Context: an optimization exercise on an open-source flow, tuned for a short achievable clock period and few clock cycles. The choices shown serve that exercise and are no tape-out recipe.
At most, simulation tests tie the RTL to the original design; equivalence was not proved.

==> build 37 <==
## sap2_mini_cpu
module sap2_mini_cpu
(
    input  logic              clk,
    input  logic              clr,
    input  logic              prog,
    input  logic [sap2_mini_pkg::ADDR_W-1:0] a,
    input  logic [sap2_mini_pkg::DATA_W-1:0] d,
    input  logic [sap2_mini_pkg::DATA_W-1:0] i,
    output logic [sap2_mini_pkg::DATA_W-1:0] out,
    output logic              halted
);
==> module sap2_mini_cpu, before the edit <==
module sap2_mini_cpu
(
    input  logic              clk,
    input  logic              clr,
    input  logic              prog,
    input  logic [sap2_mini_pkg::ADDR_W-1:0] a,
    input  logic [sap2_mini_pkg::DATA_W-1:0] d,
    input  logic [sap2_mini_pkg::DATA_W-1:0] i,
    output logic [sap2_mini_pkg::DATA_W-1:0] out,
    output logic              halted
);
    localparam int DW = sap2_mini_pkg::DATA_W;
    localparam int AW = sap2_mini_pkg::ADDR_W;
    localparam int NW = 1 << AW;
    logic [NW-1:0][DW-1:0] mem;
    logic [DW-1:0]         areg, breg, xreg, ir;
    logic [AW-1:0]         pc, r;
    logic [NW-1:0]         pc1h, r1h, ead1h;
    logic                  halt;
    assign halted = halt;
    logic [3:0]    eop, erop;
    logic [AW-1:0] ead;
    logic [DW-1:0] mdat, a_reg, x_reg, a_next, b_next, x_next;
    logic          e_sta, e_out, a_slow, x_slow;
    assign eop   = ir[11:8];
    assign erop  = ir[7:4];
    assign ead   = ir[7:0];
    assign e_sta = (eop == sap2_mini_pkg::OP_STA);
    assign e_out = (eop == sap2_mini_pkg::OP_REG) && (erop == sap2_mini_pkg::RG_OUT);
    always_comb begin
        mdat = '0;
        for (int k = 0; k < NW; k++)
            mdat = mdat | (mem[k] & {DW{ead1h[k]}});
    end
    sap2_mini_alu u_alu (
        .op    (eop),
        .rop   (erop),
        .a     (areg),
        .b     (breg),
        .x     (xreg),
        .a_reg (a_reg),
        .x_reg (x_reg)
    );
    assign a_slow = (eop == sap2_mini_pkg::OP_LDA) || (eop == sap2_mini_pkg::OP_ADD) ||
                    (eop == sap2_mini_pkg::OP_SUB) ||
                    ((eop == sap2_mini_pkg::OP_REG) && (erop == sap2_mini_pkg::RG_INP));
    assign x_slow = (eop == sap2_mini_pkg::OP_LDX);
    always_comb begin
        case (eop)
            sap2_mini_pkg::OP_LDA: a_next = mdat;
            sap2_mini_pkg::OP_ADD: a_next = areg + mdat;
            sap2_mini_pkg::OP_SUB: a_next = areg - mdat;
            sap2_mini_pkg::OP_REG: a_next = (erop == sap2_mini_pkg::RG_INP) ? i : a_reg;
            default:               a_next = areg;
        endcase
        x_next = (eop == sap2_mini_pkg::OP_LDX) ? mdat : x_reg;
        if (eop == sap2_mini_pkg::OP_LDB)
            b_next = mdat;
        else if ((eop == sap2_mini_pkg::OP_REG) && (erop == sap2_mini_pkg::RG_CMB))
            b_next = ~breg;
        else
            b_next = breg;
    end
    logic [DW-1:0] rd_f, w;
    logic [3:0]    fop;
    logic          a_neg, a_zero, x_neg, x_zero;
    logic          is_jac, is_jxc, taken, brb, jms, stall, fhlt;
    logic [AW-1:0] pc_inc;
    logic [NW-1:0] tdec, pc1h_inc;
    always_comb begin
        rd_f = '0;
        for (int k = 0; k < NW; k++)
            rd_f = rd_f | (mem[k] & {DW{pc1h[k]}});
    end
    assign w        = (e_sta && (ead == pc)) ? areg : rd_f;
    assign fop      = w[11:8];
    assign pc_inc   = pc + 8'd1;
    assign pc1h_inc = {pc1h[NW-2:0], pc1h[NW-1]};
    always_comb begin
        for (int k = 0; k < NW; k++)
            tdec[k] = (w[AW-1:0] == AW'(k));
    end
    assign a_neg  = a_reg[DW-1];
    assign a_zero = (a_reg == '0);
    assign x_neg  = x_reg[DW-1];
    assign x_zero = (x_reg == '0);
    assign is_jac = (fop == sap2_mini_pkg::OP_JAN) || (fop == sap2_mini_pkg::OP_JAZ);
    assign is_jxc = (fop == sap2_mini_pkg::OP_JIN) || (fop == sap2_mini_pkg::OP_JIZ);
    assign jms    = (fop == sap2_mini_pkg::OP_JMS);
    assign taken  = (fop == sap2_mini_pkg::OP_JMP) || jms ||
                    ((fop == sap2_mini_pkg::OP_JAN) && a_neg) || ((fop == sap2_mini_pkg::OP_JAZ) && a_zero) ||
                    ((fop == sap2_mini_pkg::OP_JIN) && x_neg) || ((fop == sap2_mini_pkg::OP_JIZ) && x_zero);
    assign brb    = (fop == sap2_mini_pkg::OP_REG) && (w[7:4] == sap2_mini_pkg::RG_BRB);
    assign fhlt   = (fop == sap2_mini_pkg::OP_REG) && (w[7:4] == sap2_mini_pkg::RG_HLT);
    assign stall  = (is_jac && a_slow) || (is_jxc && x_slow);
    always_ff @(posedge clk or posedge clr) begin
        if (clr) begin
            areg  <= '0; breg <= '0; xreg <= '0; ir <= sap2_mini_pkg::NOP_WORD;
            pc    <= '0; r    <= '0;
            pc1h  <= NW'(1); r1h <= NW'(1); ead1h <= NW'(1);
            out   <= '0; halt <= 1'b0;
        end else if (!halt) begin
            areg <= a_next;
            breg <= b_next;
            xreg <= x_next;
            if (e_out) out <= areg;
            if (stall) begin
                ir <= sap2_mini_pkg::NOP_WORD;
            end else begin
                ir    <= w;
                ead1h <= tdec;
                if (taken) begin
                    pc   <= w[AW-1:0];
                    pc1h <= tdec;
                end else if (brb) begin
                    pc   <= r;
                    pc1h <= r1h;
                end else begin
                    pc   <= pc_inc;
                    pc1h <= pc1h_inc;
                end
                if (jms) begin
                    r   <= pc_inc;
                    r1h <= pc1h_inc;
                end
                if (fhlt) halt <= 1'b1;
            end
        end
    end
    logic          sta_run;
    logic [DW-1:0] wdata;
    assign sta_run = e_sta && !halt;
    assign wdata   = sta_run ? areg : d;
    for (genvar k = 0; k < NW; k++) begin : g_word
        always_ff @(posedge clk) begin
            if ((prog && (a == AW'(k))) || (sta_run && ead1h[k]))
                mem[k] <= wdata;
        end
    end
endmodule
export LEC_CHECK = 0
export ABC_CLOCK_PERIOD_IN_PS = 3000
export CAP_MARGIN = 20
export CORE_MARGIN = 2
export CORE_UTILIZATION = 40
export SETUP_SLACK_MARGIN = 5
export SLEW_MARGIN = 20
create_clock -name core_clock -period 9.0 [get_ports {clk}]
run.sh (not shown) runs the stock make flow with config.mk's settings and CLKGATE_MAP_FILE= SYNTH_SCRIPT=/design/flow/synth_recipe.tcl, a recipe that flattens the netlist after the stock synthesis.
==> inputs of trial 58, as changes to build 37 <==
--- a/flow/design.v
+++ b/flow/design.v
@@ -53,27 +53,19 @@
     output logic              halted
 );
-    localparam int DW = sap2_mini_pkg::DATA_W;
-    localparam int AW = sap2_mini_pkg::ADDR_W;
-    localparam int NW = 1 << AW;
-    logic [NW-1:0][DW-1:0] mem;
-    logic [DW-1:0]         areg, breg, xreg, ir;
-    logic [AW-1:0]         pc, r;
-    logic [NW-1:0]         pc1h, r1h, ead1h;
-    logic                  halt;
+    logic [sap2_mini_pkg::DATA_W-1:0] mem [0:(1<<sap2_mini_pkg::ADDR_W)-1];
+    logic [sap2_mini_pkg::DATA_W-1:0] areg, breg, xreg, ir;
+    logic [sap2_mini_pkg::ADDR_W-1:0] pc, r;
+    logic              halt;
     assign halted = halt;
-    logic [3:0]    eop, erop;
-    logic [AW-1:0] ead;
-    logic [DW-1:0] mdat, a_reg, x_reg, a_next, b_next, x_next;
-    logic          e_sta, e_out, a_slow, x_slow;
+    logic [3:0]        eop, erop;
+    logic [sap2_mini_pkg::ADDR_W-1:0] ead;
+    logic [sap2_mini_pkg::DATA_W-1:0] mdat, a_reg, x_reg, a_next, b_next, x_next;
+    logic              e_sta, e_out, a_slow, x_slow;
     assign eop   = ir[11:8];
     assign erop  = ir[7:4];
     assign ead   = ir[7:0];
+    assign mdat  = mem[ead];
     assign e_sta = (eop == sap2_mini_pkg::OP_STA);
     assign e_out = (eop == sap2_mini_pkg::OP_REG) && (erop == sap2_mini_pkg::RG_OUT);
-    always_comb begin
-        mdat = '0;
-        for (int k = 0; k < NW; k++)
-            mdat = mdat | (mem[k] & {DW{ead1h[k]}});
-    end
     sap2_mini_alu u_alu (
         .op    (eop),
@@ -85,15 +77,14 @@
         .x_reg (x_reg)
     );
-    assign a_slow = (eop == sap2_mini_pkg::OP_LDA) || (eop == sap2_mini_pkg::OP_ADD) ||
-                    (eop == sap2_mini_pkg::OP_SUB) ||
+    assign a_slow = (eop == sap2_mini_pkg::OP_LDA) || (eop == sap2_mini_pkg::OP_ADD) || (eop == sap2_mini_pkg::OP_SUB) ||
                     ((eop == sap2_mini_pkg::OP_REG) && (erop == sap2_mini_pkg::RG_INP));
     assign x_slow = (eop == sap2_mini_pkg::OP_LDX);
     always_comb begin
         case (eop)
-            sap2_mini_pkg::OP_LDA: a_next = mdat;
-            sap2_mini_pkg::OP_ADD: a_next = areg + mdat;
-            sap2_mini_pkg::OP_SUB: a_next = areg - mdat;
-            sap2_mini_pkg::OP_REG: a_next = (erop == sap2_mini_pkg::RG_INP) ? i : a_reg;
-            default:               a_next = areg;
+            sap2_mini_pkg::OP_LDA:  a_next = mdat;
+            sap2_mini_pkg::OP_ADD:  a_next = areg + mdat;
+            sap2_mini_pkg::OP_SUB:  a_next = areg - mdat;
+            sap2_mini_pkg::OP_REG:  a_next = (erop == sap2_mini_pkg::RG_INP) ? i : a_reg;
+            default: a_next = areg;
         endcase
         x_next = (eop == sap2_mini_pkg::OP_LDX) ? mdat : x_reg;
@@ -105,26 +96,15 @@
             b_next = breg;
     end
-    logic [DW-1:0] rd_f, w;
-    logic [3:0]    fop;
-    logic          a_neg, a_zero, x_neg, x_zero;
-    logic          is_jac, is_jxc, taken, brb, jms, stall, fhlt;
-    logic [AW-1:0] pc_inc;
-    logic [NW-1:0] tdec, pc1h_inc;
-    always_comb begin
-        rd_f = '0;
-        for (int k = 0; k < NW; k++)
-            rd_f = rd_f | (mem[k] & {DW{pc1h[k]}});
-    end
-    assign w        = (e_sta && (ead == pc)) ? areg : rd_f;
-    assign fop      = w[11:8];
-    assign pc_inc   = pc + 8'd1;
-    assign pc1h_inc = {pc1h[NW-2:0], pc1h[NW-1]};
-    always_comb begin
-        for (int k = 0; k < NW; k++)
-            tdec[k] = (w[AW-1:0] == AW'(k));
-    end
-    assign a_neg  = a_reg[DW-1];
+    logic [sap2_mini_pkg::DATA_W-1:0] w;
+    logic [3:0]        fop;
+    logic              a_neg, a_zero, x_neg, x_zero;
+    logic              is_jac, is_jxc, taken, brb, jms, stall, fhlt;
+    logic [sap2_mini_pkg::ADDR_W-1:0] pc_inc;
+    assign w      = (e_sta && (ead == pc)) ? areg : mem[pc];
+    assign fop    = w[11:8];
+    assign pc_inc = pc + 8'd1;
+    assign a_neg  = a_reg[sap2_mini_pkg::DATA_W-1];
     assign a_zero = (a_reg == '0);
-    assign x_neg  = x_reg[DW-1];
+    assign x_neg  = x_reg[sap2_mini_pkg::DATA_W-1];
     assign x_zero = (x_reg == '0);
     assign is_jac = (fop == sap2_mini_pkg::OP_JAN) || (fop == sap2_mini_pkg::OP_JAZ);
@@ -139,8 +119,7 @@
     always_ff @(posedge clk or posedge clr) begin
         if (clr) begin
-            areg  <= '0; breg <= '0; xreg <= '0; ir <= sap2_mini_pkg::NOP_WORD;
-            pc    <= '0; r    <= '0;
-            pc1h  <= NW'(1); r1h <= NW'(1); ead1h <= NW'(1);
-            out   <= '0; halt <= 1'b0;
+            areg <= '0; breg <= '0; xreg <= '0; ir <= sap2_mini_pkg::NOP_WORD;
+            pc   <= '0; r    <= '0;
+            out  <= '0; halt <= 1'b0;
         end else if (!halt) begin
             areg <= a_next;
@@ -151,33 +130,18 @@
                 ir <= sap2_mini_pkg::NOP_WORD;
             end else begin
-                ir    <= w;
-                ead1h <= tdec;
-                if (taken) begin
-                    pc   <= w[AW-1:0];
-                    pc1h <= tdec;
-                end else if (brb) begin
-                    pc   <= r;
-                    pc1h <= r1h;
-                end else begin
-                    pc   <= pc_inc;
-                    pc1h <= pc1h_inc;
-                end
-                if (jms) begin
-                    r   <= pc_inc;
-                    r1h <= pc1h_inc;
-                end
-                if (fhlt) halt <= 1'b1;
+                ir <= w;
+                if (taken)    pc <= w[sap2_mini_pkg::ADDR_W-1:0];
+                else if (brb) pc <= r;
+                else          pc <= pc_inc;
+                if (jms)      r  <= pc_inc;
+                if (fhlt)     halt <= 1'b1;
             end
         end
     end
-    logic          sta_run;
-    logic [DW-1:0] wdata;
-    assign sta_run = e_sta && !halt;
-    assign wdata   = sta_run ? areg : d;
-    for (genvar k = 0; k < NW; k++) begin : g_word
-        always_ff @(posedge clk) begin
-            if ((prog && (a == AW'(k))) || (sta_run && ead1h[k]))
-                mem[k] <= wdata;
-        end
+    always_ff @(posedge clk) begin
+        if (prog)
+            mem[a] <= d;
+        else if (e_sta && !halt)
+            mem[ead] <= areg;
     end
 endmodule
==> summary of the runs <==
- In trial 58 the area after synthesis is lower than in build 37, by 11%.
- Between trial 58 and build 37, the lower synthesized cell count is in trial 58 (gap about 36%, measured against build 37).
- Build 37 died in 5_1_grt, error GRT-0116. Trial 58 passed the timing, DRC and antenna checks.
==> figures <==
quantity	build 37	trial 58
Status	aborted with a tool error	finished clean
Failing step	5_1_grt	-
Multiplexer area fraction after synthesis	3.81%	29.0%
DP Wirelength	1550000 microns	346000 microns
Post-synthesis sequential element count	3917	3149
Sequential share of the synthesized area	67.6%	63.1%
Cell row count	237	224
Xor-xnor portion of the synthesized cell area	0.251%	0.282%
Compound-gate portion of the synthesized area	20.4%	2.90%
Post-DP Area	187000 sq um	158000 sq um
Post-synthesis async set-or-reset flop share	21.6%	2.45%
Testbench counts of trial 58, summed over its fixed seeds: cycles 14,501.
The RTL of build 37 was laid out without a check of its function.

## port drivers added, routing unchanged
How much do the figures lean on ideal ports? The routed layout below was timed once more, with nothing changed but the port constraints. Step 1 assumes that a clkbuf_16 drives the clock port and a buf_2 every other input. Step 2 times the ports against the registers' clock, not the clock port: input delays grow and output delays shrink by t, the midpoint of the rising clock arrivals with the driver on. Slacks: ideal ports / drivers / drivers and shift; pairs: ideal ports / drivers.
run: trial 58
shift t [ns]: 1.056
setup WS [ns]: 2.901 / 2.901 / 2.901
clock arrival spread, ns: 0.054 / 0.054
After both steps trial 58 still meets setup and hold. For trial 58, drivers alone change the setup slack by 0.000 ns; drivers and shift together by 0.000 ns.
